Context: an optimization exercise on an open-source flow, tuned for small area and a short achievable clock period. The choices shown serve that exercise and are no tape-out recipe. The RTL was checked by simulation tests, not by an equivalence proof against the original design.

## flow/design.v (module list and top-level ports; edited modules follow where they fit)
// module frame_bank: 26 lines
// module add_sk: 32 lines
// module butterfly: 13 lines
// module add_cs: 33 lines
// module fft_stage: 36 lines
// module sample_loader: 28 lines
// module mul46341_tree: 500 lines
// module rot3_tree: 873 lines
// module fft16: 265 lines
module fft16 (
	input logic clk,
	input logic reset,
	input fft_pkg::sample_t realin,
	input fft_pkg::sample_t imagin,
	input logic startin,
	output fft_pkg::sample_t realout,
	output fft_pkg::sample_t imagout,
	output logic startout
);
  // ...
==> flow/flow/run.sh <==
#!/bin/bash
# Standard layout, with timing repair aiming for more setup slack than the
# clock period needs. Each step's output also goes to orfs/logs.
set -euo pipefail
MARGIN=$(cat flow/margin.txt)
bash standard.sh synth > synth.log 2>&1
bash standard.sh SETUP_SLACK_MARGIN="$MARGIN" finish > layout.log 2>&1
==> flow/flow/margin.txt <==
7.7
==> flow/standard.sh <==
#!/bin/bash
# synth_recipe.tcl (not shown) runs the flow's synth.tcl, then flattens the netlist and writes it again
# the make line also repeats each setting of config.mk as NAME=value (left out here)
make -C /OpenROAD-flow-scripts/flow DESIGN_CONFIG=/design/flow/config.mk WORK_HOME=/design/flow/orfs CLKGATE_MAP_FILE= SYNTH_SCRIPT=/design/flow/synth_recipe.tcl "${@:-finish}"
==> flow/config.mk <==
export PLATFORM = sky130hd
export DESIGN_NAME = fft16
export DESIGN_NICKNAME = fft16
export VERILOG_FILES = /design/flow/design.v
export SDC_FILE = /design/flow/constraint.sdc
export NUM_CORES = 4
export LEC_CHECK = 0
export CAP_MARGIN = 20
export CORE_MARGIN = 2
export CORE_UTILIZATION = 65
export CTS_CLUSTER_DIAMETER = 100
export CTS_CLUSTER_SIZE = 30
export SLEW_MARGIN = 20
==> flow/constraint.sdc <==
create_clock -name core_clock -period 11.0 [get_ports {clk}]
set_input_delay 2.2000 -clock core_clock [delete_from_list [all_inputs] [get_ports {clk}]]
set_output_delay 2.2000 -clock core_clock [all_outputs]
set_load 0.01 [all_outputs]
==> flow_metrics.py, run 1 <==
metrics = {
    "outcome": {
        "status": "finished clean",
    },
    "logic_synthesis": {
        "synth.net_count": 8231,
        "yosysTopAreaCellShare_pct": 47.07,
        "synthMuxAreaShare_pct": 6.725,
        "syn_inst": 7115,
        "yosysSeqAreaShare_pct": 47.61,
        "async_flop_share_pct": 0.9096,
    },
    "clocking": {
        "clk_path_buf_depth": 3,
        "cts_buffers": 75,
        "h-tree-depth": 3,
    },
    "finish": {
        "regArea_um2": 37730,
        "area_delta_synth_final_pct": 8.239,
        "multi_input_area_share_pct": 44.45,
        "clk_share_pct": 2.508,
        "final-nonclk-buf-share_pct": 2.100,
    },
    "setup_path": {
        "cp_slowest_cell": "dfxtp_2",
        "r2r-start": "q_ra[0]",
        "path_depth": 1,
        "worstSetupPathType": "reg -> out",
    },
    "place": {
        "port_buffers": 83,
    },
    "timing": {
        "postLayoutSetupSlackWorst_ns": 7.634,
        "tightest_slew_ns": 0.9566,
    },
    "grt": {
        "use_met1_pct": 32.13,
        "grt_busiest_layer": "met2",
    },
    "floorplanning": {
        "start_util_pct": 65.56,
    },
    "detailed_routing": {
        "top_layer_used": "met5",
    },
}
==> run 2: changes to the inputs <==
==> flow/flow/margin.txt (replaced) <==
7.9
==> run 2 against run 1 <==
- synthesized cell count unchanged
- first-iteration DRC count decreased by 7.3%
- die area unchanged
- area after synthesis unchanged
- register-to-register slack got worse by 0.02 ns
- largest cell class unchanged
- highest routed layer unchanged
==> flow_metrics.py, run 2 <==
metrics = {
    "outcome": {
        "status": "finished clean",
    },
    "place": {
        "dp_hpwl_mm": 117.3,
        "port_buffers": 83,
        "dp_cells": 8630,
        "dp_slack_ns": 6.891,
        "routabilityCongestion": 0.9207,
    },
    "grt": {
        "grt_overflow": 0,
        "grt_pass1_wl_mm": 252.0,
        "track_usage_pct": 25.27,
        "grt_pass1_vias": 47780,
        "grt_start_max_net_pins": 97,
        "antenna_found_initial": 4,
    },
    "detailed_routing": {
        "drt-wirelength-per-cell_um": 17.74,
        "drt_iter0_drc": 2209,
        "drc_errors": 0,
        "dr_total_vias": 47030,
        "wl_mm": 158.3,
        "ant_nets": 0,
        "vias_per_cell": 5.270,
        "first_pass_iters": 5,
    },
    "flow_run": {
        "maxCapViolations": 0,
    },
    "setup_path": {
        "cp_data_required_time_ns": 8.80,
        "crit_fanout": 1,
        "slowest_delay_ns": 0.36,
        "worstSetupPathType": "reg -> out",
        "path_buf_inv": 1,
        "cp_top_family": "flip-flops",
        "path_cells": "buf_6",
        "worstPathArrival_ns": 1.15,
        "cp-end-kind": "primary output",
        "cp_slowest_cell": "dfxtp_2",
        "start_kind": "flip-flop",
    },
    "timing": {
        "postLayoutSetupSlackWorst_ns": 7.654,
        "tightest_slew_ns": 0.9826,
        "setup_violations": 0,
        "final.setup_skew_ns": 0.03686,
        "hold_viol_final": 0,
        "rsz0062_at_grt": "yes",
        "fin_crit_ns": 3.346,
        "slew_headroom_pct": 34.50,
        "final_max_slew_viol_count": 0,
        "max_freq_mhz": 298.8,
        "finalCritPeriodShare_pct": 30.42,
        "fin_tns_setup_ns": 0,
    },
    "logic_synthesis": {
        "yosys.cell_count.top_type": "dfxtp_1",
        "synthFlopType": "dfxtp_1",
        "syn_inst": 7115,
        "yosysTopAreaCellShare_pct": 47.07,
        "synth_top_cell_by_area": "dfxtp_1",
        "synthTopCellsByCount": "dfxtp_1, inv_1, ha_1",
        "synth.distinct_cells": 80,
        "async_flop_share_pct": 0.9096,
        "synthTopCellsByArea": "dfxtp_1, fa_1, ha_1, inv_1, mux2_2",
        "synth_area_um2": 78760,
        "synth_area_per_cell_um2": 11.07,
        "synth-edff-count": 0,
        "yosysWarnings": 38,
        "synth.net_count": 8231,
        "yosysSeqAreaShare_pct": 47.61,
        "ys_ff_latch": 1869,
    },
    "finish": {
        "final_cell_mix": "dfxtp_1, inv_1, ha_1",
        "instances_no_fill": 8923,
        "drive_above_1_share_pct": 16.53,
        "final_common_cell": "dfxtp_1",
        "fin_util_pct": 72.50,
        "num-nets-final": 8406,
        "area_delta_synth_final_pct": 10.57,
        "reg.largest.list": "u_s0.dl_im: 160 flops, u_s0.dl_re: 160 flops",
    },
    "clocking": {
        "root_buffer": "clkbuf_16",
        "cts_tree": "done",
        "clk_path_buf_depth": 3,
        "h-tree-depth": 3,
        "holdBufCountCts": 0,
        "clock-sinks": 1869,
        "clkLatencyLatePin_ns": 0.71,
        "cts_buffers": 73,
        "clkTransAtPathRegs_ns": 0.11,
    },
    "floorplanning": {
        "die_y_um": 352.1,
        "start_util_pct": 65.56,
        "num_io_pins": 84,
        "rows": 127,
        "fp.coreArea_um2": 120100,
        "dieArea_um2": 124000,
        "die_width_um": 352.1,
    },
    "hold_path": {
        "hp-class": "reg -> reg",
    },
}
==> run 2: cell counts after synthesis <==
No cell type changed its count.
==> run 2: metal layers <==
layer / up-vias / track usage, % / wire length (µm) / share of wire, %
met2: 581 / 44.70 / 79040 / 50
met1: 22930 / 32.63 / 69580 / 44
met4: 2 / 8.137 / 5766 / 3.6
met5: - / 0 / 13 / 0.0082
li1: 23270 / - / - / -
met3: 251 / 2.473 / 3885 / 2.5
==> run 2: path summary, 6_finish.rpt <==
| kind | startpoint | endpoint | slack, ns | cells past startpoint |
|---|---|---|---|---|
| worst max-delay path | imagout[18] | imagout[18] | 7.65 | 1 |
| worst min-delay path | r2a_re[2] | r2b_re[2] | 0.31 | 0 |
| worst max register to register | op_v[8] | q3b[5] | 7.72 | 8 |
| worst min register to register | r2a_re[2] | r2b_re[2] | 0.31 | 0 |
| max in group asynchronous | reset | f1 | 8.78 | 3 |
| min in group asynchronous | reset | u_lg.v | 1.99 | 3 |
==> run 2: through the flow <==
| stage | hold WS [ns] | instance area (µm²) |
|---|---|---|
| 2_1_floorplan | 0.3096 | 78860 |
| 3_3_place_gp | 0.3097 | 81120 |
| 3_5_place_dp | 0.3121 | 81120 |
| 4_1_cts | 0.3207 | 85170 |
| 5_1_grt | 0.3184 | 87090 |
| 6_report | 0.3145 | 87090 |
==> run 2: logic make-up after synthesis <==
family	share of synthesized area [%]
buf+inv	5.579
fa+ha+maj	21.34
xor+xnor	4.159
flops	47.61
mux	6.725
simple gates	6.493
compound gates	8.086
==> run 2: final cells by class <==
class | instances | area [µm²]
fill | 8715 | 33040
antenna | 1 | 2.502
timing repair buffer | 299 | 2469
multi-input combinational | 4076 | 38990
clock inverter | 10 | 125.1
inverter | 971 | 3701
sequential | 1869 | 37840
tap | 1612 | 2017
clock buffer | 85 | 1946
==> run 2: repair_timing <==
action                                  in CTS  in global routing
pin swaps                                  174                237
buffers inserted                           122                 74
endpoints found under the setup margin     256                196
cloned                                       0                  1
resized for setup                          545                370
==> run 3: changes to the inputs <==
==> flow/flow/margin.txt (replaced) <==
7.7
--- a/flow/config.mk
+++ b/flow/config.mk
@@ -9,3 +9,3 @@
 export CORE_MARGIN = 2
-export CORE_UTILIZATION = 65
+export CORE_UTILIZATION = 80
 export CTS_CLUSTER_DIAMETER = 100
==> run 3 against run 2 <==
- area after synthesis stayed put
- synthesized cell count stayed put
- final cell count is 4.2% lower
- utilization is 15 points higher
- die area is 19% lower
- sequential cell count stayed put
- clock skew is 0.0084 ns lower
- via count is 6.1% higher
- still clean
- fmax is 1.0% lower
- worst hold slack better by 0.0091 ns
==> flow_metrics.py, run 3 <==
metrics = {
    "outcome": {
        "status": "finished clean",
    },
    "grt": {
        "grt_pass1_wl_mm": 270.5,
        "grt_pass1_vias": 51500,
        "track_usage_pct": 33.79,
        "grt_start_max_net_pins": 103,
        "antenna_found_initial": 1,
        "grt_overflow": 0,
    },
    "logic_synthesis": {
        "synth_top_cell_by_area": "dfxtp_1",
        "synth_area_um2": 78760,
        "syn_inst": 7115,
        "synth_compound_area_share_pct": 8.086,
        "synth_top_family_by_area": "adder cells",
        "synthFlopType": "dfxtp_1",
        "synth_simple_gate_area_share_pct": 6.493,
        "yosys.cell_count.top_type": "dfxtp_1",
        "async_flop_share_pct": 0.9096,
        "synth-edff-count": 0,
        "synth_area_per_cell_um2": 11.07,
        "ys_ff_latch": 1869,
        "yosysSeqAreaShare_pct": 47.61,
        "yosysWarnings": 38,
        "synth-xor-area-share_pct": 4.159,
        "synth.net_count": 8231,
        "synthTopCellsByArea": "dfxtp_1, fa_1, ha_1, inv_1, mux2_2",
        "synthTopCellsByCount": "dfxtp_1, inv_1, ha_1",
        "yosysTopAreaCellShare_pct": 47.07,
        "synthMuxAreaShare_pct": 6.725,
        "synth-adder-area-share_pct": 21.34,
        "synth.distinct_cells": 80,
    },
    "timing": {
        "rsz0062_at_grt": "yes",
        "final.setup_skew_ns": 0.02847,
        "final_max_slew_viol_count": 0,
        "fin_crit_ns": 3.380,
        "tightest_slew_ns": 1.037,
        "fin_tns_setup_ns": 0,
        "postLayoutSetupSlackWorst_ns": 7.620,
        "max_freq_mhz": 295.8,
        "hold_viol_final": 0,
        "setup_violations": 0,
        "slew_headroom_pct": 30.88,
        "finalCritPeriodShare_pct": 30.73,
    },
    "detailed_routing": {
        "drt_iter0_drc": 3597,
        "vias_per_cell": 5.837,
        "dr_total_vias": 49880,
        "ant_nets": 0,
        "first_pass_iters": 6,
        "drt-wirelength-per-cell_um": 20.96,
        "wl_mm": 179.1,
        "drc_errors": 0,
    },
    "place": {
        "dp_hpwl_mm": 123.3,
        "routabilityCongestion": 0.9513,
        "dp_slack_ns": 6.894,
        "port_buffers": 83,
        "place_area_um2": 80630,
    },
    "finish": {
        "drive_above_1_share_pct": 12.98,
        "num-nets-final": 8353,
        "reg.largest.list": "u_s0.dl_im: 160 flops, u_s0.dl_re: 160 flops",
        "final_cell_area_um2": 85290,
        "area_delta_synth_final_pct": 8.296,
        "final_cell_mix": "dfxtp_1, inv_1, ha_1",
        "final_common_cell": "dfxtp_1",
    },
    "clocking": {
        "root_buffer": "clkbuf_16",
        "clkTransAtPathRegs_ns": 0.12,
        "cts_tree": "done",
        "h-tree-depth": 3,
        "cts_buffers": 73,
        "clock-sinks": 1869,
        "clk_path_buf_depth": 3,
        "clkLatencyLatePin_ns": 0.71,
    },
    "setup_path": {
        "crit_fanout": 1,
        "slowest_delay_ns": 0.38,
        "worstSetupPathType": "reg -> out",
        "path_buf_inv": 1,
        "crit_start": "imagout[6]",
        "cp_data_required_time_ns": 8.80,
        "cp-end-kind": "primary output",
        "cp_slowest_cell": "dfxtp_2",
        "cp_top_family": "flip-flops",
        "r2r-start": "q_rb[0]",
        "path_cells": "buf_6",
        "worstPathArrival_ns": 1.18,
        "start_kind": "flip-flop",
    },
    "hold_path": {
        "hp-class": "reg -> reg",
        "hold_path.startpoint": "u_x12.dl_im[0][16]",
    },
    "floorplanning": {
        "die_y_um": 317.8,
        "start_util_pct": 80.38,
        "die_width_um": 317.8,
        "dieArea_um2": 101000,
        "rows": 115,
        "num_io_pins": 84,
        "fp.coreArea_um2": 97990,
    },
    "flow_run": {
        "maxCapViolations": 0,
    },
}
run 3: layout make-up:
class / count / area (µm²)
inverters: 971 / 3681
diodes: 2 / 5.005
multi-input cells: 4076 / 38090
fillers: 4629 / 12690
clock inverters: 11 / 156.4
clock buffers: 82 / 1903
well taps: 1287 / 1610
repair buffers: 246 / 2131
flip-flops and latches: 1869 / 37720
run 3: final timing paths:
path	slack [ns]	endpoint	depth (start not counted)
min reg2reg	0.32	u_x12.dl_im[1][16]	0
max in group asynchronous	8.86	sel12	3
max reg2reg	7.68	x2_re[20]	14
min	0.32	u_x12.dl_im[1][16]	0
min in group asynchronous	1.91	u_lb.v	3
max	7.62	imagout[6]	1
run 3: cell families (layout without fill, tap and decap cells):
logic type / after synthesis / count (layout)
simple gates: 1133 / 1133
compound gates: 1046 / 1046
buf+inv: 1170 / 1310
xor+xnor: 374 / 374
fa+ha+maj: 1073 / 1073
other cells: 0 / 2
flops: 1869 / 1869
mux: 450 / 450
run 3: per-stage QoR:
step | utilization (%) | hold slack (ns) | cells
after CTS | 85.53 | 0.3169 | 8473
after floorplan | - | 0.3096 | 7115
after global placement | 82.28 | 0.3097 | 8303
after global routing | 87.04 | 0.3205 | 8542
after detailed placement | 82.28 | 0.3120 | 8303
final | 87.05 | 0.3236 | 8544
run 3: routing by layer:
layer	track usage [%]	share of wire [%]	up-vias
li1	-	-	23190
met4	15.69	5.6	2
met5	0	0.0073	-
met1	40.34	38	24400
met3	3.866	4.5	573
met2	61.14	52	1713
run 3: repair_timing:
| action | CTS | global route |
|---|---|---|
| setup endpoints to repair | 168 | 176 |
| setup buffers | 77 | 68 |
| hold buffers | 0 | 0 |
| hold endpoints to repair | 0 | 0 |
| gates resized for setup | 376 | 259 |
| pin swaps | 71 | 125 |
| cloned | 0 | 0 |
==> run 4: changes to the inputs <==
==> flow/flow/margin.txt (replaced) <==
7.65
--- a/flow/config.mk
+++ b/flow/config.mk
@@ -9,3 +9,3 @@
 export CORE_MARGIN = 2
-export CORE_UTILIZATION = 80
+export CORE_UTILIZATION = 72
 export CTS_CLUSTER_DIAMETER = 100
==> run 4 against run 3 <==
- first-iteration DRC count is 32% lower
- clock skew hardly changed
- still clean on timing, DRC and antenna
- sequential share of layout area increased by 0.32 points
- fmax grew 0.23%
- setup slack improved by 0.0079 ns
- utilization shrank 9.3 points
- area after synthesis unchanged
==> flow_metrics.py, run 4 <==
metrics = {
    "outcome": {
        "status": "finished clean",
    },
    "clocking": {
        "cts_tree": "done",
        "h-tree-depth": 3,
        "clk_path_buf_depth": 3,
        "root_buffer": "clkbuf_16",
        "clkTransAtPathRegs_ns": 0.10,
        "clkLatencyLatePin_ns": 0.71,
        "clock-sinks": 1869,
        "cts_buffers": 72,
    },
    "timing": {
        "max_freq_mhz": 296.5,
        "postLayoutSetupSlackWorst_ns": 7.628,
        "final_max_slew_viol_count": 0,
        "fin_tns_setup_ns": 0,
        "tightest_slew_ns": 1.010,
        "slew_headroom_pct": 32.69,
        "setup_violations": 0,
        "rsz0062_at_grt": "yes",
        "finalCritPeriodShare_pct": 30.66,
        "fin_crit_ns": 3.372,
        "hold_viol_final": 0,
        "final.setup_skew_ns": 0.02858,
    },
    "finish": {
        "instances_no_fill": 8614,
        "final_common_cell": "dfxtp_1",
        "n_fill_cell": 7079,
        "final_cell_mix": "dfxtp_1, inv_1, ha_1",
        "area_delta_synth_final_pct": 7.344,
        "num-nets-final": 8297,
        "reg.largest.list": "u_s0.dl_im: 160 flops, u_s0.dl_re: 160 flops",
        "drive_above_1_share_pct": 11.03,
    },
    "logic_synthesis": {
        "synth.net_count": 8231,
        "synth-edff-count": 0,
        "synthTopCellsByArea": "dfxtp_1, fa_1, ha_1, inv_1, mux2_2",
        "syn_inst": 7115,
        "synth.distinct_cells": 80,
        "yosys.cell_count.top_type": "dfxtp_1",
        "ys_ff_latch": 1869,
        "synth_area_per_cell_um2": 11.07,
        "synth_top_cell_by_area": "dfxtp_1",
        "yosysSeqAreaShare_pct": 47.61,
        "synthFlopType": "dfxtp_1",
        "synth_area_um2": 78760,
        "async_flop_share_pct": 0.9096,
        "yosysWarnings": 38,
        "synthTopCellsByCount": "dfxtp_1, inv_1, ha_1",
        "yosysTopAreaCellShare_pct": 47.07,
    },
    "grt": {
        "grt_pass1_wl_mm": 249.9,
        "grt_pass1_vias": 47860,
        "use_met1_pct": 35.42,
        "antenna_found_initial": 3,
        "grt_busiest_layer": "met2",
        "track_usage_pct": 28.05,
        "grt_overflow": 0,
        "grt_use_met2_pct": 49.89,
        "grt_start_max_net_pins": 84,
        "met3_usage_pct": 3.105,
    },
    "floorplanning": {
        "die_width_um": 334.7,
        "die_y_um": 334.7,
        "rows": 121,
        "start_util_pct": 72.46,
        "num_io_pins": 84,
        "dieArea_um2": 112100,
        "fp.coreArea_um2": 108700,
    },
    "setup_path": {
        "crit_fanout": 1,
        "rrSetupSlack_ns": 7.63,
        "cp-end-kind": "primary output",
        "slowest_delay_ns": 0.37,
        "cp_slowest_cell": "dfxtp_2",
        "start_kind": "flip-flop",
        "crit_start": "realout[16]",
        "r2r-start": "u_s1.out_re[2]",
        "cp_data_required_time_ns": 8.80,
        "path_cells": "buf_6",
        "worstPathArrival_ns": 1.17,
        "path_buf_inv": 1,
        "cp_top_family": "flip-flops",
        "worstSetupPathType": "reg -> out",
    },
    "detailed_routing": {
        "drt_iter0_drc": 2436,
        "drt-wirelength-per-cell_um": 18.18,
        "vias_per_cell": 5.445,
        "dr_total_vias": 46900,
        "ant_nets": 0,
        "wl_mm": 156.6,
        "first_pass_iters": 5,
        "drc_errors": 0,
    },
    "flow_run": {
        "maxCapViolations": 0,
    },
    "place": {
        "dp_hpwl_mm": 117.5,
        "dp_slack_ns": 6.956,
        "port_buffers": 83,
        "routabilityCongestion": 0.9253,
        "dp_cells": 8430,
    },
    "hold_path": {
        "hold_path.startpoint": "u_s0.dl_im[3][19]",
        "hp-class": "reg -> reg",
    },
}
run 4: cell counts after synthesis:
No cell type changed its count.
run 4: area by class of cell:
cell class	count	area, µm²	share of cell area (%)
Multi-Input combinational cell	4076	37720	44.62
Sequential cell	1869	37660	44.54
Inverter	971	3670	4.341
Clock buffer	80	1842	2.178
Tap cell	1414	1769	2.093
Timing Repair Buffer	191	1632	1.930
Clock inverter	12	254.0	0.3004
Antenna cell	1	2.502	0.002960
run 4: worst register-to-register path: cells and delay by family (launching register included):
family / cells / cell delay, ns
flops: 1 / 0.37
mux: 1 / 0.36
simple gates: 1 / 0.13
fa+ha+maj: 2 / 0.78
compound gates: 6 / 1.49
buf+inv: 1 / 0.12
run 4: what timing repair did:
item,4_1_cts,5_1_grt
setup buffers,41,50
hold buffers,0,0
pin swaps,43,89
cloned,0,0
endpoints found under the setup margin,133,146
gates resized for setup,307,180
endpoints found under the hold margin,0,0
run 4: final timing paths:
check,to,depth (start not counted)
setup / recovery,realout[16],1
hold / removal,u_s0.dl_im[4][19],0
setup reg to reg,r2w_r[16],11
hold reg to reg,u_s0.dl_im[4][19],0
max in group asynchronous,f2,3
min in group asynchronous,u_li.v,2
run 4: layer usage:
layer  part of all wire, %  wire [µm]  vias to the layer above
met5                     0          0                        -
met2                    50      78900                      735
met4                   3.7       5720                        0
met3                   3.3       5163                      277
met1                    43      66840                    22850
li1                      -          -                    23040
run 4: cell families after synthesis:
family / count (synthesis) / synth area share (%)
DFF: 1869 / 47.61
buffers and inverters: 1170 / 5.579
and+or+nand+nor: 1133 / 6.493
adders and majority gates: 1073 / 21.34
AOI/OAI and AO/OA: 1046 / 8.086
muxes: 450 / 6.725
xor gates and xnor gates: 374 / 4.159
run 4: through the flow:
step | cell area (µm²) | hold slack [ns] | util, %
2_1_floorplan | 78760 | 0.3096 | -
3_3_place_gp | 80780 | 0.3098 | 74.31
3_5_place_dp | 80780 | 0.3121 | 74.31
4_1_cts | 83510 | 0.3211 | 76.83
5_1_grt | 84540 | 0.3319 | 77.77
6_report | 84540 | 0.3194 | 77.78
==> run 5: changes to the inputs <==
==> flow/flow/margin.txt (replaced) <==
7.75
==> run 5 against run 4 <==
- still clean
- first-iteration DRC count is 2.4% lower
- via count is 0.20% higher
- sequential share of layout area is 0.40 points lower
- critical path type unchanged
==> flow_metrics.py, run 5 <==
metrics = {
    "setup_path": {
        "start_kind": "flip-flop",
        "cp_data_required_time_ns": 8.80,
        "cp-end-kind": "primary output",
        "crit_start": "realout[17]",
        "worstPathArrival_ns": 1.17,
        "path_buf_inv": 1,
        "r2r-start": "u_s0.out_im[0]",
        "rrSetupSlack_ns": 7.74,
        "path_depth": 1,
        "crit_fanout": 1,
        "crit_end": "realout[17]",
        "path_cells": "buf_6",
        "slowest_delay_ns": 0.36,
        "worstSetupPathType": "reg -> out",
        "r2r_cells": 15,
        "cp_top_family": "flip-flops",
        "r2r_end": "u_s1.out_im[15]",
        "cp_slowest_cell": "dfxtp_2",
    },
    "timing": {
        "fin_crit_ns": 3.367,
        "postLayoutSetupSlackWorst_ns": 7.633,
        "finalCritPeriodShare_pct": 30.61,
        "final.setup_skew_ns": 0.04058,
        "fin_tns_setup_ns": 0,
        "max_freq_mhz": 297.0,
        "rsz0062_at_grt": "yes",
        "hold_viol_final": 0,
        "slew_headroom_pct": 34.42,
        "tightest_slew_ns": 0.9836,
        "setup_violations": 0,
        "final_max_slew_viol_count": 0,
    },
    "clocking": {
        "h-tree-depth": 3,
        "clkTransAtPathRegs_ns": 0.12,
        "root_buffer": "clkbuf_16",
        "clock-sinks": 1869,
        "clkLatencyLatePin_ns": 0.73,
        "holdBufCountCts": 0,
        "cts_buffers": 73,
        "cts_tree": "done",
        "clk_path_buf_depth": 3,
    },
    "finish": {
        "final_cell_area_um2": 85480,
        "final_common_cell": "dfxtp_1",
        "area_delta_synth_final_pct": 8.529,
        "drive_above_1_share_pct": 13.04,
        "final_cell_mix": "dfxtp_1, inv_1, ha_1",
        "n_fill_cell": 6908,
        "num-nets-final": 8337,
        "reg.largest.list": "u_s0.dl_im: 160 flops, u_s0.dl_re: 160 flops",
    },
    "logic_synthesis": {
        "synth.distinct_cells": 80,
        "synth-edff-count": 0,
        "ys_ff_latch": 1869,
        "syn_inst": 7115,
        "synthFlopType": "dfxtp_1",
        "synthTopCellsByCount": "dfxtp_1, inv_1, ha_1",
        "synth.net_count": 8231,
        "yosysTopAreaCellShare_pct": 47.07,
        "synth_area_per_cell_um2": 11.07,
        "synth_top_cell_by_area": "dfxtp_1",
        "yosys.cell_count.top_type": "dfxtp_1",
        "synth_area_um2": 78760,
        "synthTopCellsByArea": "dfxtp_1, fa_1, ha_1, inv_1, mux2_2",
        "yosysSeqAreaShare_pct": 47.61,
        "yosysWarnings": 38,
        "async_flop_share_pct": 0.9096,
    },
    "detailed_routing": {
        "wl_met3_mm": 4.953,
        "top_layer_used": "met5",
        "drc_errors": 0,
        "ant_nets": 0,
        "drt-wirelength-per-cell_um": 18.25,
        "wl_met1_mm": 67.73,
        "dr_wl_met2_mm": 78.92,
        "vias_per_cell": 5.428,
        "wl_mm": 158.0,
        "drt_iter0_drc": 2378,
        "first_pass_iters": 7,
        "dr_total_vias": 46990,
    },
    "place": {
        "routabilityCongestion": 0.9387,
        "port_buffers": 83,
        "dp_hpwl_mm": 116.6,
        "place_area_um2": 80810,
        "dp_slack_ns": 6.964,
    },
    "grt": {
        "grt_pass1_wl_mm": 250.7,
        "grt_pass1_vias": 48090,
        "grt_overflow": 0,
        "track_usage_pct": 28.08,
        "grt_start_max_net_pins": 96,
        "antenna_found_initial": 2,
    },
    "outcome": {
        "status": "finished clean",
    },
    "flow_run": {
        "maxCapViolations": 0,
    },
    "floorplanning": {
        "start_util_pct": 72.46,
        "num_io_pins": 84,
        "rows": 121,
        "die_width_um": 334.7,
        "fp.coreArea_um2": 108700,
        "die_y_um": 334.7,
        "dieArea_um2": 112100,
    },
    "hold_path": {
        "hp-class": "reg -> reg",
    },
}
## run 5: cell counts after synthesis
Identical to the previous run, type by type.
## run 5: worst min-delay path by stage
stage,startpoint,to,slack (ns),cells after the start
floorplan,u_t3.k[0],ql3a[0],0.31,0
global placement,u_s0.dl_im[5][8],u_s0.dl_im[6][8],0.31,0
detailed placement,u_x03.dl_im[0][7],u_x03.dl_im[1][7],0.31,0
CTS,u_x03.dl_re[0][19],u_x03.dl_re[1][19],0.31,0
global route,r2a_re[19],r2b_re[19],0.31,0
finish,u_x03.dl_re[0][19],u_x03.dl_re[1][19],0.31,0
## run 5: kinds of logic after synthesis
family / after synthesis / share of synthesized area (%)
AND/OR/NAND/NOR: 1133 / 6.493
flip-flops: 1869 / 47.61
XOR/XNOR: 374 / 4.159
AO/OA/AOI/OAI: 1046 / 8.086
buffers and inverters: 1170 / 5.579
adder cells (fa/ha/maj): 1073 / 21.34
multiplexers: 450 / 6.725
## run 5: final cells by class
cell class / count / area [µm²] / share of cell area (%)
antenna: 1 / 2.502 / 0.002928
clock buffer: 83 / 1864 / 2.181
clock inverter: 13 / 264.0 / 0.3089
inverter: 971 / 3675 / 4.299
multi-input combinational: 4076 / 38220 / 44.72
sequential: 1869 / 37730 / 44.14
tap: 1414 / 1769 / 2.070
timing repair buffer: 230 / 1951 / 2.282
## run 5: what timing repair did
action	4_1_cts	5_1_grt
pin swaps	69	137
setup endpoints to repair	163	166
setup buffers	59	69
gates resized for setup	377	289
## run 5: metrics by stage
stage	std cells	util [%]	hold slack [ns]
6_report	8657	78.64	0.3054
4_1_cts	8587	77.22	0.3089
3_5_place_dp	8432	74.34	0.3121
2_1_floorplan	7115	-	0.3096
3_3_place_gp	8432	74.34	0.3096
5_1_grt	8656	78.63	0.3110
## run 5: routing by layer
| layer | track usage, % | vias up |
|---|---|---|
| li1 | - | 23180 |
| met1 | 35.64 | 22800 |
| met2 | 49.69 | 752 |
| met3 | 2.706 | 267 |
| met4 | 10.81 | 2 |
| met5 | 0 | - |
==> run 6: changes to the inputs <==
==> flow/flow/margin.txt (replaced) <==
7.7
--- a/flow/config.mk
+++ b/flow/config.mk
@@ -10,3 +10,3 @@
 export CORE_UTILIZATION = 72
-export CTS_CLUSTER_DIAMETER = 100
+export CTS_CLUSTER_DIAMETER = 150
 export CTS_CLUSTER_SIZE = 30
==> run 6 against run 5 <==
- final cell count shrank 0.43%
- design area shrank 1.0%
- first-iteration DRC count grew 8.6%
- sequential share of layout area grew 0.38 points
- worst hold slack gained 0.017 ns
- die area is the same
- via count shrank 0.18%
- largest cell class unchanged
==> flow_metrics.py, run 6 <==
metrics = {
    "finish": {
        "final_cell_area_um2": 84610,
        "num-nets-final": 8306,
        "final_common_cell": "dfxtp_1",
        "antenna_cells": 0,
        "reg.largest.list": "u_s0.dl_im: 160 flops, u_s0.dl_re: 160 flops",
        "final_cell_mix": "dfxtp_1, inv_1, ha_1",
        "drive_above_1_share_pct": 11.38,
        "area_delta_synth_final_pct": 7.430,
        "fin_util_pct": 77.84,
    },
    "logic_synthesis": {
        "yosysTopAreaCellShare_pct": 47.07,
        "synth-edff-count": 0,
        "synth_area_um2": 78760,
        "synth_top_cell_by_area": "dfxtp_1",
        "synth.net_count": 8231,
        "async_flop_share_pct": 0.9096,
        "ys_ff_latch": 1869,
        "synth_area_per_cell_um2": 11.07,
        "yosysSeqAreaShare_pct": 47.61,
        "synthFlopType": "dfxtp_1",
        "yosysWarnings": 38,
        "syn_inst": 7115,
        "synthTopCellsByCount": "dfxtp_1, inv_1, ha_1",
        "synthTopCellsByArea": "dfxtp_1, fa_1, ha_1, inv_1, mux2_2",
        "yosys.cell_count.top_type": "dfxtp_1",
        "synth.distinct_cells": 80,
    },
    "setup_path": {
        "cp_slowest_cell": "dfxtp_2",
        "cp-end-kind": "primary output",
        "slowest_delay_ns": 0.36,
        "cp_top_family": "flip-flops",
        "crit_fanout": 1,
        "path_buf_inv": 1,
        "worstPathArrival_ns": 1.16,
        "cp_data_required_time_ns": 8.80,
        "start_kind": "flip-flop",
        "path_cells": "buf_6",
        "worstSetupPathType": "reg -> out",
    },
    "timing": {
        "fin_crit_ns": 3.356,
        "slew_headroom_pct": 30.17,
        "setup_violations": 0,
        "rsz0062_at_grt": "yes",
        "max_freq_mhz": 298.0,
        "final_max_slew_viol_count": 0,
        "finalCritPeriodShare_pct": 30.51,
        "hold_viol_final": 0,
        "fin_tns_setup_ns": 0,
        "final.setup_skew_ns": 0.02473,
        "tightest_slew_ns": 1.047,
    },
    "grt": {
        "grt_start_max_net_pins": 99,
        "track_usage_pct": 27.88,
        "grt_pass1_wl_mm": 249.1,
        "grt_overflow": 0,
        "grt_pass1_vias": 47690,
        "antenna_found_initial": 2,
    },
    "place": {
        "dp_hpwl_mm": 116.9,
        "port_buffers": 83,
        "routabilityCongestion": 0.9455,
        "place_area_um2": 80800,
    },
    "clocking": {
        "clkLatencyLatePin_ns": 0.70,
        "root_buffer": "clkbuf_16",
        "clkTransAtPathRegs_ns": 0.11,
        "cts_tree": "done",
        "h-tree-depth": 3,
        "clock-sinks": 1869,
        "clk_path_buf_depth": 3,
        "cts_buffers": 72,
    },
    "detailed_routing": {
        "vias_per_cell": 5.442,
        "first_pass_iters": 5,
        "drt-wirelength-per-cell_um": 18.04,
        "dr_total_vias": 46910,
        "drc_errors": 0,
        "ant_nets": 0,
        "wl_mm": 155.5,
        "drt_iter0_drc": 2582,
    },
    "floorplanning": {
        "die_y_um": 334.7,
        "num_io_pins": 84,
        "dieArea_um2": 112100,
        "start_util_pct": 72.46,
        "die_width_um": 334.7,
        "rows": 121,
        "fp.coreArea_um2": 108700,
    },
    "hold_path": {
        "hp-class": "reg -> reg",
    },
    "flow_run": {
        "maxCapViolations": 0,
    },
    "outcome": {
        "status": "finished clean",
    },
}
==> run 6: timing repair <==
action / CTS / global route
hold buffers: 0 / 0
endpoints found under the setup margin: 145 / 169
gates resized for setup: 325 / 188
buffers inserted: 53 / 45
pin swaps: 47 / 115
==> run 6: worst paths after layout <==
path / start / end / slack [ns] / depth (start not counted)
setup / recovery: imagout[7] / imagout[7] / 7.64 / 1
hold / removal: r2a_re[1] / r2b_re[1] / 0.32 / 0
setup reg to reg: u_s2.out_re[0] / op_u[16] / 7.68 / 14
hold reg to reg: r2a_re[1] / r2b_re[1] / 0.32 / 0
max in group asynchronous: reset / f0 / 8.86 / 3
min in group asynchronous: reset / u_lb7.v / 1.90 / 3
==> run 6: logic make-up after synthesis <==
logic type               share of synthesized area [%]
buffers and inverters                            5.579
XOR/XNOR                                         4.159
flip-flops                                       47.61
multiplexers                                     6.725
adder cells (fa/ha/maj)                          21.34
AND/OR/NAND/NOR                                  6.493
AO/OA/AOI/OAI                                    8.086
==> run 6: routing by layer <==
layer | wire length, µm | GRT usage, %
met2 | 78520 | 49.74
met4 | 5618 | 9.913
met3 | 4768 | 2.753
met1 | 66590 | 35.34
met5 | 13 | 0
==> run 6: per-stage QoR <==
step	setup WS [ns]	instances	hold WS, ns
global placement	7.026	8432	0.3096
detailed placement	7.006	8432	0.3121
global route	7.526	8620	0.3275
CTS	7.594	8575	0.3234
floorplan	7.701	7115	0.3096
finish	7.644	8620	0.3223
==> run 6: layout make-up <==
class | instances | area (µm²)
timing repair buffer | 200 | 1687
clock inverter | 9 | 157.7
fill | 7002 | 24090
sequential | 1869 | 37670
multi-input combinational | 4076 | 37830
clock buffer | 81 | 1836
inverter | 971 | 3660
tap | 1414 | 1769
==> run 7: changes to the inputs <==
--- a/flow/config.mk
+++ b/flow/config.mk
@@ -9,5 +9,6 @@
 export CORE_MARGIN = 2
-export CORE_UTILIZATION = 72
+export CORE_UTILIZATION = 60
 export CTS_CLUSTER_DIAMETER = 150
-export CTS_CLUSTER_SIZE = 30
+export CTS_CLUSTER_SIZE = 25
+export PLACE_DENSITY = 0.75
 export SLEW_MARGIN = 20
==> run 7 against run 6 <==
- clock skew up 0.015 ns
- sequential share of layout area down 0.41 points
- first-iteration DRC count down 4.8%
- critical path type unchanged
- critical endpoint is now startout
==> flow_metrics.py, run 7 <==
metrics = {
    "clocking": {
        "clkLatencyLatePin_ns": 0.73,
        "cts_buffers": 84,
        "holdBufCountCts": 0,
        "clk_path_buf_depth": 3,
        "clock-sinks": 1869,
        "clkTransAtPathRegs_ns": 0.10,
        "cts_tree": "done",
        "h-tree-depth": 3,
        "root_buffer": "clkbuf_16",
    },
    "setup_path": {
        "path_cells": "buf_6",
        "worstPathArrival_ns": 1.18,
        "r2r_cells": 14,
        "crit_fanout": 1,
        "r2r-start": "x2_im[0]",
        "crit_start": "startout",
        "cp_data_required_time_ns": 8.80,
        "start_kind": "flip-flop",
        "cp-end-kind": "primary output",
        "cp_slowest_cell": "dfxtp_2",
        "cp_top_family": "flip-flops",
        "worstSetupPathType": "reg -> out",
        "slowest_delay_ns": 0.37,
        "path_buf_inv": 1,
        "path_depth": 1,
    },
    "timing": {
        "max_freq_mhz": 295.7,
        "slew_headroom_pct": 31.20,
        "rsz0062_at_grt": "yes",
        "final.setup_skew_ns": 0.03957,
        "fin_tns_setup_ns": 0,
        "setup_violations": 0,
        "tightest_slew_ns": 1.032,
        "finalCritPeriodShare_pct": 30.74,
        "fin_crit_ns": 3.382,
        "postLayoutSetupSlackWorst_ns": 7.618,
        "final_max_slew_viol_count": 0,
        "hold_viol_final": 0,
    },
    "place": {
        "dp_slack_ns": 7.213,
        "dp_hpwl_mm": 116.5,
        "dp_cells": 8760,
        "port_buffers": 83,
        "routabilityCongestion": 0.9396,
        "place_area_um2": 81210,
    },
    "grt": {
        "grt_start_max_net_pins": 99,
        "track_usage_pct": 22.79,
        "antenna_found_initial": 3,
        "grt_overflow": 0,
        "grt_pass1_vias": 47100,
        "grt_pass1_wl_mm": 246.7,
    },
    "hold_path": {
        "hold_path.startpoint": "u_s2.dl_im[0][16]",
        "hp-class": "reg -> reg",
        "whs_path_depth": 0,
    },
    "detailed_routing": {
        "dr_total_vias": 46460,
        "first_pass_iters": 6,
        "drt_iter0_drc": 2458,
        "wl_mm": 154.4,
        "drt-wirelength-per-cell_um": 17.25,
        "vias_per_cell": 5.191,
        "ant_nets": 0,
        "drc_errors": 0,
    },
    "finish": {
        "instances_no_fill": 8950,
        "area_delta_synth_final_pct": 8.542,
        "drive_above_1_share_pct": 11.88,
        "antenna_cells": 0,
        "num-nets-final": 8311,
        "final_cell_mix": "dfxtp_1, inv_1, ha_1",
        "reg.largest.list": "u_s0.dl_im: 160 flops, u_s0.dl_re: 160 flops",
        "final_cell_area_um2": 85490,
        "final_common_cell": "dfxtp_1",
    },
    "logic_synthesis": {
        "synth-edff-count": 0,
        "synth.net_count": 8231,
        "synth.distinct_cells": 80,
        "synth_top_cell_by_area": "dfxtp_1",
        "synth_area_per_cell_um2": 11.07,
        "ys_ff_latch": 1869,
        "yosysWarnings": 38,
        "yosysTopAreaCellShare_pct": 47.07,
        "syn_inst": 7115,
        "yosys.cell_count.top_type": "dfxtp_1",
        "async_flop_share_pct": 0.9096,
        "synthFlopType": "dfxtp_1",
        "synth_area_um2": 78760,
        "yosysSeqAreaShare_pct": 47.61,
        "synthTopCellsByCount": "dfxtp_1, inv_1, ha_1",
        "synthTopCellsByArea": "dfxtp_1, fa_1, ha_1, inv_1, mux2_2",
    },
    "floorplanning": {
        "dieArea_um2": 134200,
        "die_width_um": 366.3,
        "num_io_pins": 84,
        "fp.coreArea_um2": 129800,
        "die_y_um": 366.3,
        "rows": 132,
        "start_util_pct": 60.67,
    },
    "outcome": {
        "status": "finished clean",
    },
    "flow_run": {
        "maxCapViolations": 0,
    },
}
## run 7: cell counts after synthesis
Identical to the previous run, type by type.
## run 7: what timing repair did
| action | CTS | global route |
|---|---|---|
| endpoints found under the setup margin | 156 | 153 |
| pin swaps | 52 | 119 |
| setup buffers | 53 | 38 |
| resized for setup | 336 | 247 |
## run 7: metrics by stage
step / hold WS (ns) / util (%)
detailed placement: 0.3121 / 62.56
CTS: 0.3144 / 64.92
finish: 0.3127 / 65.85
floorplan: 0.3096 / -
global placement: 0.3096 / 62.56
global route: 0.3302 / 65.85
## run 7: worst paths after layout
kind	end	slack, ns
max	startout	7.62
min	u_s2.dl_im[1][16]	0.31
min in group asynchronous	va	1.83
min reg2reg	u_s2.dl_im[1][16]	0.31
max reg2reg	u_s2.out_im[15]	7.74
max in group asynchronous	f3	8.86
## run 7: layer usage
layer	vias to the layer above	track usage (%)	routed length, µm
li1	23110	-	-
met1	22540	28.63	66990
met2	564	41.10	78500
met3	248	2.357	3797
met4	0	7.225	5102
met5	-	0	0
## run 7: cells by family (layout without fill, tap and decap cells)
logic type               after synthesis  after routing  share of synthesized area (%)
AND/OR/NAND/NOR                     1133           1133                          6.493
multiplexers                         450            450                          6.725
AO/OA/AOI/OAI                       1046           1046                          8.086
flip-flops                          1869           1869                          47.61
XOR/XNOR                             374            374                          4.159
adder cells (fa/ha/maj)             1073           1073                          21.34
buffers and inverters               1170           1263                          5.579
## run 7: area by class of cell
type	instances	area [µm²]
clock buffers	93	2178
clock inverters	6	96.34
fillers	9952	44330
inverters	971	3672
multi-input cells	4076	38010
flip-flops and latches	1869	37710
well taps	1742	2180
repair buffers	193	1639
==> run 8: changes to the inputs <==
--- a/flow/config.mk
+++ b/flow/config.mk
@@ -9,6 +9,6 @@
 export CORE_MARGIN = 2
-export CORE_UTILIZATION = 60
-export CTS_CLUSTER_DIAMETER = 150
-export CTS_CLUSTER_SIZE = 25
-export PLACE_DENSITY = 0.75
+export CORE_UTILIZATION = 72
+export CTS_CLUSTER_DIAMETER = 100
+export CTS_CLUSTER_SIZE = 30
 export SLEW_MARGIN = 20
+export TNS_END_PERCENT = 60
==> run 8 against run 7 <==
- still clean on timing, DRC and antenna
- final cell count is 3.8% lower
- critical path depth is 13 higher
- first-iteration DRC count is 2.4% lower
- highest routed layer unchanged
==> flow_metrics.py, run 8 <==
metrics = {
    "clocking": {
        "clk_path_buf_depth": 3,
        "cts_buffers": 72,
        "clkTransAtPathRegs_ns": 0.11,
        "clkLatencyLatePin_ns": 0.71,
        "cts_tree": "done",
        "clock-sinks": 1869,
        "holdBufCountCts": 0,
        "h-tree-depth": 3,
        "root_buffer": "clkbuf_16",
    },
    "grt": {
        "grt_overflow": 0,
        "grt_pass1_vias": 47920,
        "track_usage_pct": 28.08,
        "grt_pass1_wl_mm": 250.1,
        "grt_start_max_net_pins": 84,
        "antenna_found_initial": 3,
    },
    "logic_synthesis": {
        "synth_area_per_cell_um2": 11.07,
        "synthTopCellsByArea": "dfxtp_1, fa_1, ha_1, inv_1, mux2_2",
        "synth.net_count": 8231,
        "synth.distinct_cells": 80,
        "yosysWarnings": 38,
        "yosysTopAreaCellShare_pct": 47.07,
        "synthFlopType": "dfxtp_1",
        "synth_area_um2": 78760,
        "synth-edff-count": 0,
        "yosysSeqAreaShare_pct": 47.61,
        "synth_top_cell_by_area": "dfxtp_1",
        "synthTopCellsByCount": "dfxtp_1, inv_1, ha_1",
        "ys_ff_latch": 1869,
        "async_flop_share_pct": 0.9096,
        "yosys.cell_count.top_type": "dfxtp_1",
        "syn_inst": 7115,
    },
    "timing": {
        "fin_crit_ns": 3.389,
        "final_max_slew_viol_count": 0,
        "max_freq_mhz": 295.1,
        "slew_headroom_pct": 32.41,
        "tightest_slew_ns": 1.014,
        "fin_tns_setup_ns": 0,
        "hold_viol_final": 0,
        "hold_slack_ns": 0.3213,
        "finalCritPeriodShare_pct": 30.81,
        "rsz0062_at_grt": "yes",
        "setup_violations": 0,
        "final.setup_skew_ns": 0.02753,
    },
    "place": {
        "port_buffers": 83,
        "dp_hpwl_mm": 117.5,
        "dp_cells": 8430,
        "routabilityCongestion": 0.9253,
    },
    "floorplanning": {
        "fp.coreArea_um2": 108700,
        "die_width_um": 334.7,
        "num_io_pins": 84,
        "dieArea_um2": 112100,
        "rows": 121,
        "start_util_pct": 72.46,
        "die_y_um": 334.7,
    },
    "finish": {
        "num-nets-final": 8296,
        "drive_above_1_share_pct": 11.53,
        "final_common_cell": "dfxtp_1",
        "reg.largest.list": "u_s0.dl_im: 160 flops, u_s0.dl_re: 160 flops",
        "final_cell_mix": "dfxtp_1, inv_1, ha_1",
        "area_delta_synth_final_pct": 7.676,
        "instances_no_fill": 8613,
    },
    "setup_path": {
        "path_buf_inv": 2,
        "slowest_delay_ns": 0.45,
        "r2r-start": "q_ra[0]",
        "cp-end-kind": "flip-flop",
        "r2r_cells": 14,
        "worstPathArrival_ns": 3.99,
        "crit_fanout": 4,
        "start_kind": "flip-flop",
        "path_cells": "inv_2 -> fa_2 -> inv_2 -> fa_2 -> a21o_1 -> a21o_1 -> a21oi_2 -> o21a_2 -> o21ai_4 -> o41a_1 -> a211o_4 -> o31ai_4 -> xnor2_2 -> mux2_4",
        "cp_slowest_cell": "o41a_1",
        "r2r_end": "x2_re[20]",
        "worstSetupPathType": "reg -> reg",
        "path_depth": 14,
        "cp_top_family": "compound AO/OA/AOI/OAI gates",
        "rrSetupSlack_ns": 7.61,
        "cp_data_required_time_ns": 11.60,
    },
    "outcome": {
        "status": "finished clean",
    },
    "detailed_routing": {
        "dr_total_vias": 47030,
        "wl_mm": 157.7,
        "drc_errors": 0,
        "ant_nets": 0,
        "first_pass_iters": 7,
        "drt_iter0_drc": 2399,
        "drt-wirelength-per-cell_um": 18.31,
        "vias_per_cell": 5.461,
    },
    "hold_path": {
        "worstHoldEndpoint": "u_s0.dl_im[4][19]",
        "hold_path.startpoint": "u_s0.dl_im[3][19]",
        "whs_path_depth": 0,
        "hp-class": "reg -> reg",
    },
    "flow_run": {
        "maxCapViolations": 0,
    },
}
[run 8: worst max path at each step]
| stage | from | end | slack, ns |
|---|---|---|---|
| floorplan | x2_im[0] | u_s2.out_im[15] | 7.66 |
| global placement | reset | startout | 7.00 |
| detailed placement | reset | startout | 6.96 |
| CTS | realout[16] | realout[16] | 7.58 |
| global route | q_ra[0] | x2_re[20] | 7.53 |
| finish | q_ra[0] | x2_re[20] | 7.61 |
[run 8: worst reg2reg max path: cells and delay by family, from the launching register on]
| kind | cells | cell delay (ns) |
|---|---|---|
| adder cells (fa/ha/maj) | 2 | 0.56 |
| XOR/XNOR | 1 | 0.10 |
| AO/OA/AOI/OAI | 8 | 1.93 |
| buffers and inverters | 2 | 0.09 |
| multiplexers | 1 | 0.27 |
| flip-flops | 1 | 0.33 |
[run 8: routing by layer]
metal | global-route usage, % | wire length [µm] | part of all wire [%]
met1 | 35.39 | 67170 | 43
met2 | 49.98 | 79580 | 50
met3 | 3.117 | 5071 | 3.2
met4 | 10.11 | 5911 | 3.7
met5 | 0 | 0 | 0
[run 8: layout make-up]
type / instances / area (µm²)
tap: 1414 / 1769
clock buffer: 80 / 1842
sequential: 1869 / 37670
clock inverter: 12 / 254.0
fill: 6984 / 23900
timing repair buffer: 190 / 1628
multi-input combinational: 4076 / 37970
inverter: 971 / 3669
antenna: 1 / 2.502
[run 8: logic make-up (layout without fill, tap and decap cells)]
| family | Yosys count | in the layout | synth area share, % |
|---|---|---|---|
| buf+inv | 1170 | 1253 | 5.579 |
| xor+xnor | 374 | 374 | 4.159 |
| compound gates | 1046 | 1046 | 8.086 |
| mux | 450 | 450 | 6.725 |
| simple gates | 1133 | 1133 | 6.493 |
| other cells | 0 | 1 | 0 |
| fa+ha+maj | 1073 | 1073 | 21.34 |
| flops | 1869 | 1869 | 47.61 |
[run 8: what timing repair did]
item	4_1_cts	5_1_grt
pin swaps	40	127
gates resized for setup	318	231
endpoints found under the hold margin	0	0
setup buffers	40	50
endpoints found under the setup margin	152	173
[run 8: stage by stage]
step | setup slack (ns) | utilization [%] | cell area, µm²
finish | 7.611 | 78.02 | 84810
global route | 7.531 | 78.02 | 84800
CTS | 7.576 | 76.83 | 83510
detailed placement | 6.956 | 74.31 | 80780
global placement | 7.004 | 74.31 | 80780
floorplan | 7.663 | - | 78760
==> run 9: changes to the inputs <==
--- a/flow/config.mk
+++ b/flow/config.mk
@@ -13,2 +13,2 @@
 export SLEW_MARGIN = 20
-export TNS_END_PERCENT = 60
+export TNS_END_PERCENT = 30
==> run 9 against run 8 <==
- worst hold slack improved by 0.0034 ns
- via count down 0.37%
- setup slack worse by 0.0026 ns
- routed wire length shrank 0.64%
- utilization is 0.31 points lower
- sequential cell count stayed put
==> flow_metrics.py, run 9 <==
metrics = {
    "clocking": {
        "root_buffer": "clkbuf_16",
        "clk_path_buf_depth": 3,
        "clkTransAtPathRegs_ns": 0.11,
        "cts_tree": "done",
        "h-tree-depth": 3,
        "holdBufCountCts": 0,
        "clkLatencyLatePin_ns": 0.71,
        "cts_buffers": 72,
        "clock-sinks": 1869,
    },
    "timing": {
        "postLayoutSetupSlackWorst_ns": 7.609,
        "fin_tns_setup_ns": 0,
        "final.setup_skew_ns": 0.02717,
        "slew_headroom_pct": 32.89,
        "tightest_slew_ns": 1.007,
        "hold_viol_final": 0,
        "setup_violations": 0,
        "fin_crit_ns": 3.391,
        "max_freq_mhz": 294.9,
        "finalCritPeriodShare_pct": 30.83,
        "final_max_slew_viol_count": 0,
        "rsz0062_at_grt": "yes",
    },
    "floorplanning": {
        "rows": 121,
        "start_util_pct": 72.46,
        "die_width_um": 334.7,
        "fp.coreArea_um2": 108700,
        "dieArea_um2": 112100,
        "die_y_um": 334.7,
        "num_io_pins": 84,
    },
    "setup_path": {
        "cp-end-kind": "flip-flop",
        "worstSetupPathType": "reg -> reg",
        "start_kind": "flip-flop",
        "worstPathArrival_ns": 3.99,
        "crit_fanout": 4,
        "cp_data_required_time_ns": 11.60,
        "r2r_cells": 14,
    },
    "logic_synthesis": {
        "yosysTopAreaCellShare_pct": 47.07,
        "yosysSeqAreaShare_pct": 47.61,
        "synthTopCellsByArea": "dfxtp_1, fa_1, ha_1, inv_1, mux2_2",
        "ys_ff_latch": 1869,
        "synth.distinct_cells": 80,
        "synth.net_count": 8231,
        "synth_top_cell_by_area": "dfxtp_1",
        "synth-edff-count": 0,
        "synthFlopType": "dfxtp_1",
        "syn_inst": 7115,
        "async_flop_share_pct": 0.9096,
        "synth_area_um2": 78760,
        "synth_area_per_cell_um2": 11.07,
        "yosysWarnings": 38,
        "synthTopCellsByCount": "dfxtp_1, inv_1, ha_1",
        "yosys.cell_count.top_type": "dfxtp_1",
    },
    "finish": {
        "final_common_cell": "dfxtp_1",
        "area_delta_synth_final_pct": 7.249,
        "antenna_cells": 0,
        "fin_util_pct": 77.71,
        "num-nets-final": 8279,
        "reg.largest.list": "u_s0.dl_im: 160 flops, u_s0.dl_re: 160 flops",
        "final_cell_mix": "dfxtp_1, inv_1, ha_1",
        "drive_above_1_share_pct": 11.02,
    },
    "flow_run": {
        "maxCapViolations": 0,
    },
    "detailed_routing": {
        "first_pass_iters": 5,
        "drt_iter0_drc": 2466,
        "vias_per_cell": 5.452,
        "dr_total_vias": 46860,
        "drc_errors": 0,
        "ant_nets": 0,
        "wl_mm": 156.7,
        "drt-wirelength-per-cell_um": 18.23,
    },
    "grt": {
        "grt_pass1_wl_mm": 249.0,
        "grt_start_max_net_pins": 84,
        "grt_pass1_vias": 47780,
        "grt_overflow": 0,
        "antenna_found_initial": 3,
        "track_usage_pct": 27.95,
    },
    "outcome": {
        "status": "finished clean",
    },
    "place": {
        "port_buffers": 83,
        "dp_slack_ns": 6.956,
        "dp_hpwl_mm": 117.5,
        "routabilityCongestion": 0.9253,
    },
    "hold_path": {
        "whs_path_depth": 0,
        "hp-class": "reg -> reg",
    },
}
## run 9: cell counts after synthesis
Identical to the previous run, type by type.
## run 9: what timing repair did
action | 4_1_cts | 5_1_grt
gates resized for setup | 267 | 236
buffers inserted | 15 | 58
cloned | 0 | 0
endpoints found under the setup margin | 152 | 186
pin swaps | 26 | 116
## run 9: per-stage QoR
step	hold WS (ns)	instances	instance area, µm²
floorplan	0.3096	7115	78760
detailed placement	0.3121	8430	80780
global placement	0.3098	8430	80780
finish	0.3247	8595	84470
CTS	0.3211	8537	83160
global route	0.3318	8595	84470
## run 9: final timing paths
check / end / slack [ns] / from
setup / recovery: x2_re[20] / 7.61 / q_ra[0]
min in group asynchronous: f1 / 1.85 / reset
max in group asynchronous: f2 / 8.84 / reset
hold / removal: u_s0.dl_im[4][19] / 0.32 / u_s0.dl_im[3][19]
hold reg to reg: u_s0.dl_im[4][19] / 0.32 / u_s0.dl_im[3][19]
setup reg to reg: x2_re[20] / 7.61 / q_ra[0]
## run 9: cells by family after synthesis
group,after synthesis,synth area share [%]
compound gates,1046,8.086
xor+xnor,374,4.159
fa+ha+maj,1073,21.34
buf+inv,1170,5.579
flops,1869,47.61
mux,450,6.725
simple gates,1133,6.493
## run 9: area by class of cell
type	instances	area, µm²
Timing Repair Buffer	173	1444
Clock buffer	80	1842
Sequential cell	1869	37650
Inverter	971	3666
Fill cell	7093	24230
Multi-Input combinational cell	4076	37840
Clock inverter	12	254.0
Tap cell	1414	1769
## run 9: layer usage
metal | up-vias | GRT usage [%] | wire, µm
met5 | - | 0 | 0
met4 | 0 | 10.36 | 5985
li1 | 22990 | - | -
met1 | 22810 | 35.34 | 66820
met3 | 279 | 3.088 | 5142
met2 | 779 | 49.48 | 78770
## run 9: worst max-delay path, cell delays in order, from the launching register on
cell	delay [ns]
dfxtp_2	0.34
inv_2	0.05
fa_2	0.20
inv_2	0.04
fa_2	0.36
a21o_1	0.16
a21o_1	0.18
a21oi_2	0.18
o21a_2	0.23
o21ai_4	0.08
o41a_1	0.45
a211o_4	0.40
o31ai_4	0.25
xnor2_2	0.10
mux2_4	0.27
==> run 10: changes to the inputs <==
--- a/flow/config.mk
+++ b/flow/config.mk
@@ -12,3 +12,3 @@
 export CTS_CLUSTER_SIZE = 30
+export PLACE_DENSITY = 0.85
 export SLEW_MARGIN = 20
-export TNS_END_PERCENT = 30
==> run 10 against run 9 <==
- fmax up 0.36%
- largest cell class unchanged
- die area unchanged
- critical path type is now reg -> out
- design area grew 0.58%
- clock skew is 0.0076 ns higher
- first-iteration DRC count up 17%
==> flow_metrics.py, run 10 <==
metrics = {
    "grt": {
        "grt_pass1_vias": 49550,
        "grt_pass1_wl_mm": 255.9,
        "grt_overflow": 0,
        "grt_start_max_net_pins": 97,
        "track_usage_pct": 28.69,
        "antenna_found_initial": 3,
    },
    "logic_synthesis": {
        "synth-adder-area-share_pct": 21.34,
        "yosys.cell_count.top_type": "dfxtp_1",
        "syn_inst": 7115,
        "synth_compound_area_share_pct": 8.086,
        "synthMuxAreaShare_pct": 6.725,
        "synth_area_per_cell_um2": 11.07,
        "synthFlopType": "dfxtp_1",
        "yosysSeqAreaShare_pct": 47.61,
        "synth_simple_gate_area_share_pct": 6.493,
        "synth_area_um2": 78760,
        "async_flop_share_pct": 0.9096,
        "yosysWarnings": 38,
        "synth-edff-count": 0,
        "ys_ff_latch": 1869,
        "synth-xor-area-share_pct": 4.159,
        "synthTopCellsByCount": "dfxtp_1, inv_1, ha_1",
        "synth.net_count": 8231,
        "synth_top_family_by_area": "adder cells",
        "synth_top_cell_by_area": "dfxtp_1",
        "synth.distinct_cells": 80,
        "yosysTopAreaCellShare_pct": 47.07,
        "synthTopCellsByArea": "dfxtp_1, fa_1, ha_1, inv_1, mux2_2",
    },
    "finish": {
        "final_common_cell": "dfxtp_1",
        "instances_no_fill": 8645,
        "final_cell_mix": "dfxtp_1, inv_1, ha_1",
        "drive_above_1_share_pct": 12.03,
        "reg.largest.list": "u_s0.dl_im: 160 flops, u_s0.dl_re: 160 flops",
        "fin_util_pct": 78.16,
        "num-nets-final": 8326,
        "area_delta_synth_final_pct": 7.873,
    },
    "setup_path": {
        "cp_data_required_time_ns": 8.80,
        "r2r_cells": 19,
        "crit_fanout": 1,
        "path_cells": "buf_6",
        "slowest_delay_ns": 0.36,
        "crit_end": "startout",
        "worstPathArrival_ns": 1.18,
        "start_kind": "flip-flop",
        "cp-end-kind": "primary output",
        "path_depth": 1,
        "cp_top_family": "flip-flops",
        "rrSetupSlack_ns": 7.63,
        "path_buf_inv": 1,
        "cp_slowest_cell": "dfxtp_2",
        "crit_start": "startout",
        "r2r_end": "u_s3.out_im[3]",
        "worstSetupPathType": "reg -> out",
        "r2r-start": "x3_im[0]",
    },
    "timing": {
        "fin_crit_ns": 3.379,
        "fin_tns_setup_ns": 0,
        "hold_viol_final": 0,
        "setup_violations": 0,
        "max_freq_mhz": 295.9,
        "slew_headroom_pct": 30.03,
        "finalCritPeriodShare_pct": 30.72,
        "final.setup_skew_ns": 0.03479,
        "final_max_slew_viol_count": 0,
        "rsz0062_at_grt": "yes",
        "tightest_slew_ns": 1.050,
    },
    "floorplanning": {
        "start_util_pct": 72.46,
        "dieArea_um2": 112100,
        "die_width_um": 334.7,
        "num_io_pins": 84,
        "rows": 121,
        "die_y_um": 334.7,
        "fp.coreArea_um2": 108700,
    },
    "outcome": {
        "status": "finished clean",
    },
    "clocking": {
        "clkLatencyLatePin_ns": 0.71,
        "root_buffer": "clkbuf_16",
        "clk_path_buf_depth": 3,
        "clock-sinks": 1869,
        "h-tree-depth": 3,
        "cts_buffers": 73,
        "clkTransAtPathRegs_ns": 0.11,
        "cts_tree": "done",
    },
    "detailed_routing": {
        "drt_iter0_drc": 2879,
        "first_pass_iters": 6,
        "vias_per_cell": 5.573,
        "drc_errors": 0,
        "ant_nets": 0,
        "drt-wirelength-per-cell_um": 18.90,
        "wl_mm": 163.4,
        "dr_total_vias": 48180,
    },
    "flow_run": {
        "maxCapViolations": 0,
    },
    "hold_path": {
        "hp-class": "reg -> reg",
    },
    "place": {
        "dp_hpwl_mm": 119.3,
        "port_buffers": 83,
        "routabilityCongestion": 0.9439,
        "dp_cells": 8432,
    },
}
run 10: cell counts after synthesis:
Identical to the previous run, type by type.
run 10: worst min path at each step:
stage                        from                 end  depth (start not counted)
4_1_cts         u_s1.dl_re[1][11]   u_s1.dl_re[2][11]                          0
5_1_grt         u_s1.dl_re[1][11]   u_s1.dl_re[2][11]                          0
6_report       u_x03.dl_im[1][18]  u_x03.dl_im[2][18]                          0
2_1_floorplan           u_t3.k[0]             ql3a[0]                          0
3_5_place_dp    u_s0.dl_im[6][14]   u_s0.dl_im[7][14]                          0
3_3_place_gp     u_s0.dl_im[2][7]    u_s0.dl_im[3][7]                          0
run 10: cell families (layout without fill, tap and decap cells):
kind of cell | after synthesis | after routing
DFF | 1869 | 1869
buffers and inverters | 1170 | 1284
and+or+nand+nor | 1133 | 1133
adders and majority gates | 1073 | 1073
AOI/OAI and AO/OA | 1046 | 1046
muxes | 450 | 450
xor gates and xnor gates | 374 | 374
other | 0 | 2
run 10: layout make-up:
class | instances | area (µm²)
Inverter | 971 | 3675
Timing Repair Buffer | 219 | 1836
Antenna cell | 2 | 5.005
Multi-Input combinational cell | 4076 | 37880
Clock buffer | 84 | 1921
Fill cell | 6534 | 23740
Tap cell | 1414 | 1769
Clock inverter | 10 | 190.2
Sequential cell | 1869 | 37690
run 10: metrics by stage:
stage	hold WS [ns]	cell area, µm²	worst slack [ns]
finish	0.3214	84960	7.621
global route	0.3268	84960	7.559
CTS	0.3255	83770	7.556
detailed placement	0.3121	80800	7.135
global placement	0.3095	80800	7.221
floorplan	0.3096	78770	7.701
run 10: repair_timing:
item | 4_1_cts | 5_1_grt
setup buffers | 64 | 53
pin swaps | 56 | 111
endpoints found under the setup margin | 146 | 162
resized for setup | 325 | 228
gates cloned | 0 | 0
hold buffers | 0 | 0
run 10: metal layers:
metal	global-route usage (%)	routed length, µm	vias up
met3	3.128	5817	404
met5	0	0	-
met1	34.61	65490	23570
met4	13.63	8811	0
met2	51.36	83270	1065
li1	-	-	23140

==> what the ideal ports hide <==
How much do the figures lean on ideal ports? The routed layouts below were timed once more, with nothing changed but the port constraints.
Step 1 sets driving cells, clkbuf_16 on the clock port and buf_2 on the other inputs (assumed; they add their load-dependent delay and slew).
Step 2 adds t to the input delays and takes it off the output delays; t is the mean of the earliest and latest rising clock arrival at the registers after step 1. Input paths then give back, and output paths get back, about the clock's delay inside the block.
a / b / c = no drivers / after step 1 / after step 2; a / b = the first two.
| run | t (ns) | slack for setup (ns) | hold WS [ns] | worst setup path at the end | slew at the worst register clock pin (ns) |
|---|---|---|---|---|---|
| run 1 | 0.762 | 7.634 / 7.555 / 7.444 | 0.326 / 0.326 / 0.326 | input to register | 0.11 / 0.11 |
| run 2 | 0.766 | 7.654 / 7.577 / 7.322 | 0.315 / 0.315 / 0.315 | input to register | 0.11 / 0.11 |
| run 3 | 0.772 | 7.620 / 7.544 / 7.358 | 0.324 / 0.324 / 0.324 | input to register | 0.12 / 0.12 |
| run 4 | 0.765 | 7.628 / 7.558 / 7.377 | 0.319 / 0.319 / 0.319 | input to register | 0.12 / 0.12 |
| run 5 | 0.782 | 7.633 / 7.558 / 7.407 | 0.305 / 0.305 / 0.305 | input to register | 0.12 / 0.12 |
| run 6 | 0.764 | 7.644 / 7.573 / 7.439 | 0.322 / 0.322 / 0.322 | input to register | 0.12 / 0.12 |
| run 7 | 0.778 | 7.618 / 7.548 / 7.217 | 0.313 / 0.313 / 0.313 | input to register | 0.10 / 0.10 |
| run 8 | 0.766 | 7.611 / 7.555 / 7.384 | 0.321 / 0.321 / 0.321 | input to register | 0.12 / 0.12 |
| run 9 | 0.769 | 7.609 / 7.554 / 6.998 | 0.325 / 0.325 / 0.325 | input to register | 0.12 / 0.12 |
| run 10 | 0.763 | 7.621 / 7.552 / 7.187 | 0.321 / 0.321 / 0.321 | input to register | 0.12 / 0.12 |
After both steps every run listed still meets setup and hold. The setup slack of run 9, which loses most, moves by -0.055 ns with the drivers and by -0.611 ns with both steps.
